What follows belongs to an exercise in optimizing a design on an open flow for small area and a short achievable clock period; a production flow would make more cautious choices.
Function was checked by simulation only, so behaviour that the tests miss may differ from the original.
Power and IR drop assume default switching activity.

**design/flow/run.sh**
```bash
#!/bin/bash
# synth_recipe.tcl (not shown) runs the flow's synth.tcl, then flattens the netlist and writes it again
# the make line also repeats each setting of config.mk as NAME=value (left out here)
make -C /OpenROAD-flow-scripts/flow DESIGN_CONFIG=/design/flow/config.mk WORK_HOME=/design/flow/orfs CLKGATE_MAP_FILE= SYNTH_SCRIPT=/design/flow/synth_recipe.tcl finish
```
**design/flow/config.mk**
```make
export PLATFORM = sky130hd
export DESIGN_NAME = obi_rvalid_delay
export DESIGN_NICKNAME = obi_rvalid_delay
export VERILOG_FILES = /design/flow/design.v
export SDC_FILE = /design/flow/constraint.sdc
export NUM_CORES = 4
export LEC_CHECK = 0
export CAP_MARGIN = 20
export CORE_MARGIN = 2
export CORE_UTILIZATION = 40
export SLEW_MARGIN = 20
```
**design/flow/constraint.sdc**
```tcl
create_clock -name core_clock -period 100.0 [get_ports {clk_i}]
set_input_delay 20.0000 -clock core_clock [delete_from_list [all_inputs] [get_ports {clk_i}]]
set_output_delay 20.0000 -clock core_clock [all_outputs]
set_load 0.01 [all_outputs]
```
**design/flow/design.v**
```verilog
package perturbation_defines;
  localparam logic [31:0] STANDARD  = 32'd0;
  localparam logic [31:0] RANDOM    = 32'd1;
  localparam logic [31:0] LFSR_POLY = 32'h8020_0003;
  localparam int unsigned ENTRY_DATA_W = 32;
  typedef struct packed {
    logic [ENTRY_DATA_W-1:0] data;
    logic                    err;
    logic [31:0]             delay;
  } rvalid_entry_t;
endpackage
module obi_delay_lfsr #(
  parameter logic [31:0] SEED = 32'h1,
  parameter logic [31:0] POLY = perturbation_defines::LFSR_POLY
) (
  input  logic        clk_i,
  input  logic        rst_ni,
  input  logic        advance_i,
  output logic [31:0] state_o
);
  logic [31:0] state_r;
  always_ff @(posedge clk_i) begin
    if (!rst_ni) begin
      state_r <= SEED;
    end else if (advance_i) begin
      state_r <= {1'b0, state_r[31:1]} ^ (state_r[0] ? POLY : 32'd0);
    end
  end
  assign state_o = state_r;
endmodule
import perturbation_defines::*;
module obi_rvalid_delay #(
  parameter int unsigned FIFO_DEPTH = 4,
  parameter int unsigned DATA_WIDTH = 32,
  parameter logic [31:0] LFSR_SEED  = 32'h1
) (
  input  logic                              clk_i,
  input  logic                              rst_ni,
  input  logic                              req_i,
  input  logic                              gnt_i,
  input  logic                              mem_rvalid_i,
  input  logic [DATA_WIDTH-1:0]             mem_rdata_i,
  input  logic                              mem_err_i,
  output logic                              rvalid_core_o,
  output logic [DATA_WIDTH-1:0]             rdata_core_o,
  output logic                              err_core_o,
  input  logic                              en_stall_i,
  input  logic [31:0]                       stall_mode_i,
  input  logic [31:0]                       max_stall_i,
  input  logic [31:0]                       rvalid_stall_i,
  output logic [$clog2(FIFO_DEPTH+1)-1:0]   outstanding_o,
  output logic                              gnt_block_o,
  output logic                              overflow_o,
  output logic                              protocol_err_o
);
  localparam int unsigned PTR_W = $clog2(FIFO_DEPTH);
  localparam int unsigned CNT_W = $clog2(FIFO_DEPTH + 1);
  localparam logic [CNT_W-1:0] DEPTH_C = CNT_W'(FIFO_DEPTH);
  localparam logic [CNT_W-1:0] ONE_C   = CNT_W'(1'b1);
  localparam logic [PTR_W-1:0] PTR_ONE = PTR_W'(1'b1);
  logic [ENTRY_DATA_W+32:0] mem_r [0:FIFO_DEPTH-1];
  logic [PTR_W-1:0] wptr_r;
  logic [PTR_W-1:0] rptr_r;
  logic [PTR_W-1:0] rptr_inc_s;
  logic [CNT_W-1:0] count_r;
  logic [CNT_W-1:0] count_nxt_s;
  logic [CNT_W-1:0] outstanding_r;
  logic [CNT_W-1:0] outstanding_nxt_s;
  logic [31:0]      head_cnt_r;
  logic [31:0]      head_cnt_nxt_s;
  logic [31:0]      lfsr_s;
  logic [31:0]      delay_s;
  logic             overflow_r;
  logic             overflow_nxt_s;
  logic             protocol_err_r;
  logic             protocol_err_nxt_s;
  logic             empty_s;
  logic             full_s;
  logic             rvalid_s;
  logic             pop_s;
  logic             push_s;
  logic             grant_s;
  perturbation_defines::rvalid_entry_t    push_entry_s;
  perturbation_defines::rvalid_entry_t    head_entry_s;
  perturbation_defines::rvalid_entry_t    next_entry_s;
  assign empty_s    = (count_r == '0);
  assign full_s     = (count_r == DEPTH_C);
  assign rvalid_s   = !empty_s && (head_cnt_r == 32'd0);
  assign pop_s      = rvalid_s;
  assign push_s     = mem_rvalid_i && (!full_s || pop_s);
  assign grant_s    = req_i && gnt_i;
  assign rptr_inc_s = rptr_r + PTR_ONE;
  assign head_entry_s = mem_r[rptr_r];
  assign next_entry_s = mem_r[rptr_inc_s];
  obi_delay_lfsr #(
    .SEED (LFSR_SEED),
    .POLY (LFSR_POLY)
  ) u_lfsr (
    .clk_i     (clk_i),
    .rst_ni    (rst_ni),
    .advance_i (push_s),
    .state_o   (lfsr_s)
  );
  always_comb begin
    delay_s = 32'd0;
    if (!en_stall_i) begin
      delay_s = 32'd0;
    end else begin
      case (stall_mode_i)
        STANDARD: delay_s = rvalid_stall_i;
        RANDOM: begin
          if (max_stall_i == 32'hFFFF_FFFF) begin
            delay_s = lfsr_s;
          end else begin
            delay_s = lfsr_s % (max_stall_i + 32'd1);
          end
        end
        default: delay_s = 32'd0;
      endcase
    end
  end
  always_comb begin
    push_entry_s       = '0;
    push_entry_s.data  = ENTRY_DATA_W'(mem_rdata_i);
    push_entry_s.err   = mem_err_i;
    push_entry_s.delay = delay_s;
  end
  always_comb begin
    count_nxt_s = count_r;
    case ({push_s, pop_s})
      2'b10:   count_nxt_s = count_r + ONE_C;
      2'b01:   count_nxt_s = count_r - ONE_C;
      default: count_nxt_s = count_r;
    endcase
  end
  always_comb begin
    head_cnt_nxt_s = head_cnt_r;
    if (push_s && (empty_s || (pop_s && (count_r == ONE_C)))) begin
      head_cnt_nxt_s = delay_s;
    end else if (pop_s && (count_r != ONE_C)) begin
      head_cnt_nxt_s = next_entry_s.delay;
    end else if (head_cnt_r != 32'd0) begin
      head_cnt_nxt_s = head_cnt_r - 32'd1;
    end else begin
      head_cnt_nxt_s = head_cnt_r;
    end
  end
  always_comb begin
    outstanding_nxt_s  = outstanding_r;
    protocol_err_nxt_s = protocol_err_r;
    case ({grant_s, pop_s})
      2'b10: begin
        if (outstanding_r != DEPTH_C) begin
          outstanding_nxt_s = outstanding_r + ONE_C;
        end else begin
          outstanding_nxt_s = outstanding_r;
        end
      end
      2'b01: begin
        if (outstanding_r == '0) begin
          protocol_err_nxt_s = 1'b1;
        end else begin
          outstanding_nxt_s = outstanding_r - ONE_C;
        end
      end
      default: outstanding_nxt_s = outstanding_r;
    endcase
  end
  always_comb begin
    if (mem_rvalid_i && full_s && !pop_s) begin
      overflow_nxt_s = 1'b1;
    end else begin
      overflow_nxt_s = overflow_r;
    end
  end
  always_ff @(posedge clk_i) begin
    if (push_s) begin
      mem_r[wptr_r] <= push_entry_s;
    end
  end
  always_ff @(posedge clk_i) begin
    if (!rst_ni) begin
      wptr_r         <= '0;
      rptr_r         <= '0;
      count_r        <= '0;
      head_cnt_r     <= 32'd0;
      outstanding_r  <= '0;
      overflow_r     <= 1'b0;
      protocol_err_r <= 1'b0;
    end else begin
      if (push_s) begin
        wptr_r <= wptr_r + PTR_ONE;
      end
      if (pop_s) begin
        rptr_r <= rptr_inc_s;
      end
      count_r        <= count_nxt_s;
      head_cnt_r     <= head_cnt_nxt_s;
      outstanding_r  <= outstanding_nxt_s;
      overflow_r     <= overflow_nxt_s;
      protocol_err_r <= protocol_err_nxt_s;
    end
  end
  assign rvalid_core_o  = rvalid_s;
  assign rdata_core_o   = rvalid_s ? DATA_WIDTH'(head_entry_s.data) : '0;
  assign err_core_o     = rvalid_s ? head_entry_s.err : 1'b0;
  assign outstanding_o  = outstanding_r;
  assign gnt_block_o    = (outstanding_r >= DEPTH_C);
  assign overflow_o     = overflow_r;
  assign protocol_err_o = protocol_err_r;
endmodule
```
==> metrics.csv <==
metric;value;unit
outcome;complete, no violations;
clock latency on the worst-skew pair;0.55;ns
max-slew violation count;0;
Max VDD drop;14.6;µV
PwrDens;10.2;mW/mm²
nets@finish;6722;
Net Switching;0.000211;W
Synth Register Bits;338;
initial antenna violation count;3;
CTS tree;yes;
largest net degree at the start of global routing;66;
# clock sinks;338;
ys async rst share;0;%
CORE AREA;0.114;mm²
DR pass1 iterations;7;
Sw Share;39.1;%
Initial Util;40.3;%
# rows;124;
final clock skew;0.0165;ns
Crit Path Max Fanout;25;
clock-pin slew on the worst setup and hold paths;0.06;ns
Chip Height;343;µm
Int Pwr;0.000328;W
CP arrival;96.98;ns
Overflow after GRT;0;
Port Buffer Count;174;
Mapped Avg Cell Area;7.95;µm²
number of synthesized flops with an enable pin;260;
crit path capture type;flop;
global-route wire length before repair;298000;µm
final setup vio count;0;
DP HPWL;158000;µm
DR iter-0 viols;5065;
Mapped Cells;5774;
Clk pwr share;24.3;%
ANT nets after route;0;
layout cells sized above 1;12.1;%
Worst Path Required;100.28;ns
Critical Path Source Type;input port;
combinational share of power;44.2;%
# IOs;175;
placed insts;7483;
main flop type after synthesis;edfxtp_1;
register area share after synthesis;20.4;%
most frequent CP cell;ha_1;
Hold Vio Cnt, Final;0;
Die W;343;µm
Critical Path Slowest Stage Cell;dlygate4sd2_1;
clk buf depth;3;
Tot Pwr;0.000539;W
Setup CP Type;input port to flop;
cts bufs inserted;35;
Wirelength per Cell;27.0;µm
vias in the first global route;45700;
DR DRC count;0;
Area Overhead vs Synth;15.2;%
Cell Area, Synth;0.0459;mm²
Final Util;46.4;%
period utilisation layout;96.7;%
placed cell area;0.0508;mm²
worst hold path depth;1;
Tot GR Track Use;33.4;%
Final min period;96.70;ns
design area;0.0529;mm²
H-tree depth;2;
Hold Buf Count CTS;0;
Leak;23.3;nW
Fmax;10.3;MHz
Netlist cell types;109;
Synth Net Count;6452;
Finished Layout Cells;7588;
Root Buffer Master;clkbuf_16;
commonest non-fill, non-tap cell in the layout;nand2_1;
CP peak stage delay;0.69;ns
Max Cap Viol;0;
setup TNS;0;ns
detailed-route via count;48700;
warning count from the yosys run;2;
GP Congestion;1.06;
DRT Wirelength;205000;µm
Vias/cell;6.42;
R2R cell count;337;
die area;0.118;mm²
Max transition margin;22.1;%
commonest non-fill, non-tap cells in the layout;nand2_1 (603), nor2_1 (560), ha_1 (540), a21oi_1 (434), o21ai_0 (285);
Flop pwr share;31.5;%
worst hold path type;flop to flop;
Least-Margin Pin Slew;1.14;ns
==> power groups by stage <==
stage | sequential, W | clock (W) | combinational (W)
global placement | 0.000172 | 0 | 0.000227
CTS | 0.000170 | 0.000133 | 0.000229
global route | 0.000171 | 0.000139 | 0.000256
detailed placement | 0.000173 | 0 | 0.000227
finish | 0.000170 | 0.000131 | 0.000238
floorplan | 0.000170 | 0 | 0.000155
==> cells by family (layout without fill, tap and decap cells) <==
group                      count (synthesis)  after routing  synth area share (%)
muxes                                    138            138                  4.90
buffers and inverters                    413            708                  3.51
xor gates and xnor gates                 431            431                  8.22
and+or+nand+nor                         2139           2140                  22.5
adders and majority gates                543            543                  14.8
AOI/OAI and AO/OA                       1772           1773                  25.6
DFF                                      338            338                  20.4
other                                      0              5                     0
==> metal layers <==
layer	up-vias	GRT usage (%)	wire length [µm]
met3	558	5.04	19000
met2	2593	51.3	87700
met4	2	18.6	13400
met5	-	0	13
met1	23300	44.8	84700
li1	22300	-	-
==> area by class of cell <==
class | instances | area [µm²]
diodes | 5 | 12.5
clock buffers | 54 | 1020
clock inverters | 10 | 129
fillers | 11400 | 61100
inverters | 189 | 709
multi-input cells | 5025 | 35900
flip-flops and latches | 338 | 9370
well taps | 1512 | 1890
repair buffers | 455 | 3880
==> worst paths after layout <==
path | from | end | slack (ns)
setup / recovery | max_stall_i[11] | mem_r[2][12]$_DFFE_PP_ | 3.30
hold / removal | protocol_err_r$_SDFFE_PN0P_ | protocol_err_r$_SDFFE_PN0P_ | 0.47
setup reg to reg | u_lfsr.state_r[31]$_SDFFE_PN0P_ | mem_r[2][12]$_DFFE_PP_ | 24.39
hold reg to reg | protocol_err_r$_SDFFE_PN0P_ | protocol_err_r$_SDFFE_PN0P_ | 0.47
==> stage by stage <==
stage          setup WS [ns]  hold WS, ns
2_1_floorplan           3.10        0.475
3_3_place_gp           -1.50        0.450
3_5_place_dp           -1.84        0.458
4_1_cts              0.00678        0.473
5_1_grt               -0.313        0.506
6_report                3.30        0.466
==> repair_timing <==
item                                   in CTS  in global routing
buffers inserted                            1                 32
pin swaps                                   1                 22
gates cloned                                0                  2
setup endpoints to repair                 160                160
resized for setup                          25                164
endpoints found under the hold margin       0                  0
==> synth_stat cells, drive strengths merged, types with 71 or more instances <==
cell type / instances / area (µm²)
nor3: 194 / 1010
and3: 79 / 499
o211ai: 73 / 548
xor2: 158 / 1380
inv: 189 / 709
nor2: 574 / 2160
clkbuf: 175 / 658
nand3: 154 / 791
nand2: 612 / 2300
o21a: 137 / 1030
xnor2: 273 / 2390
a21o: 191 / 1430
dfxtp: 78 / 1560
o21ai: 319 / 1600
ha: 541 / 6770
a31oi: 84 / 532
edfxtp: 260 / 7810
nand4: 91 / 591
a21oi: 452 / 2270
nor4: 71 / 533
==> flip-flops by register name, summed over array words and instances, names as in the netlist, named ones only <==
| name | count |
|---|---|
| mem_r | 260 |
| head_cnt_r | 32 |
| u_lfsr.state_r | 32 |
| count_r | 3 |
| outstanding_r | 3 |
| rptr_r | 2 |
| wptr_r | 2 |
| overflow_r | 1 |
| protocol_err_r | 1 |
==> worst max-delay path, delay by kind of cell <==
family          cells  cell delay (ns)
fa+ha+maj          31            10.26
simple gates      103            21.29
mux                 4             1.49
buf+inv            40             8.30
compound gates    162            35.40

[separate check: timing with driven ports]
No port has a modelled driver above. Below, the same layout with a new extraction and two added sets of constraints. Step 1 (the two cells are an assumption about what drives the block):
set clk [get_ports {clk_i}]
set_driving_cell -lib_cell sky130_fd_sc_hd__clkbuf_16 $clk
set_driving_cell -lib_cell sky130_fd_sc_hd__buf_2 [delete_from_list [all_inputs] $clk]
Step 2 adds t to the input delays and takes it off the output delays; t is the mean of the earliest and latest rising clock arrival at the registers after step 1. Input paths then give back, and output paths get back, about the clock's delay inside the block. a / b / c = ideal ports / drivers / drivers and shift; a / b = the first two.
shift t [ns]: 0.597
setup slack, ns: 3.298 / 3.219 / 2.623
slew at the worst register clock pin (ns): 0.07 / 0.07
worst slew at a driven data input, ns: 0.21
pins driven straight from the clock port: 1
After both steps this run still meets setup and hold. The setup slack of this run moves by -0.079 ns with the drivers and by -0.675 ns with both steps.
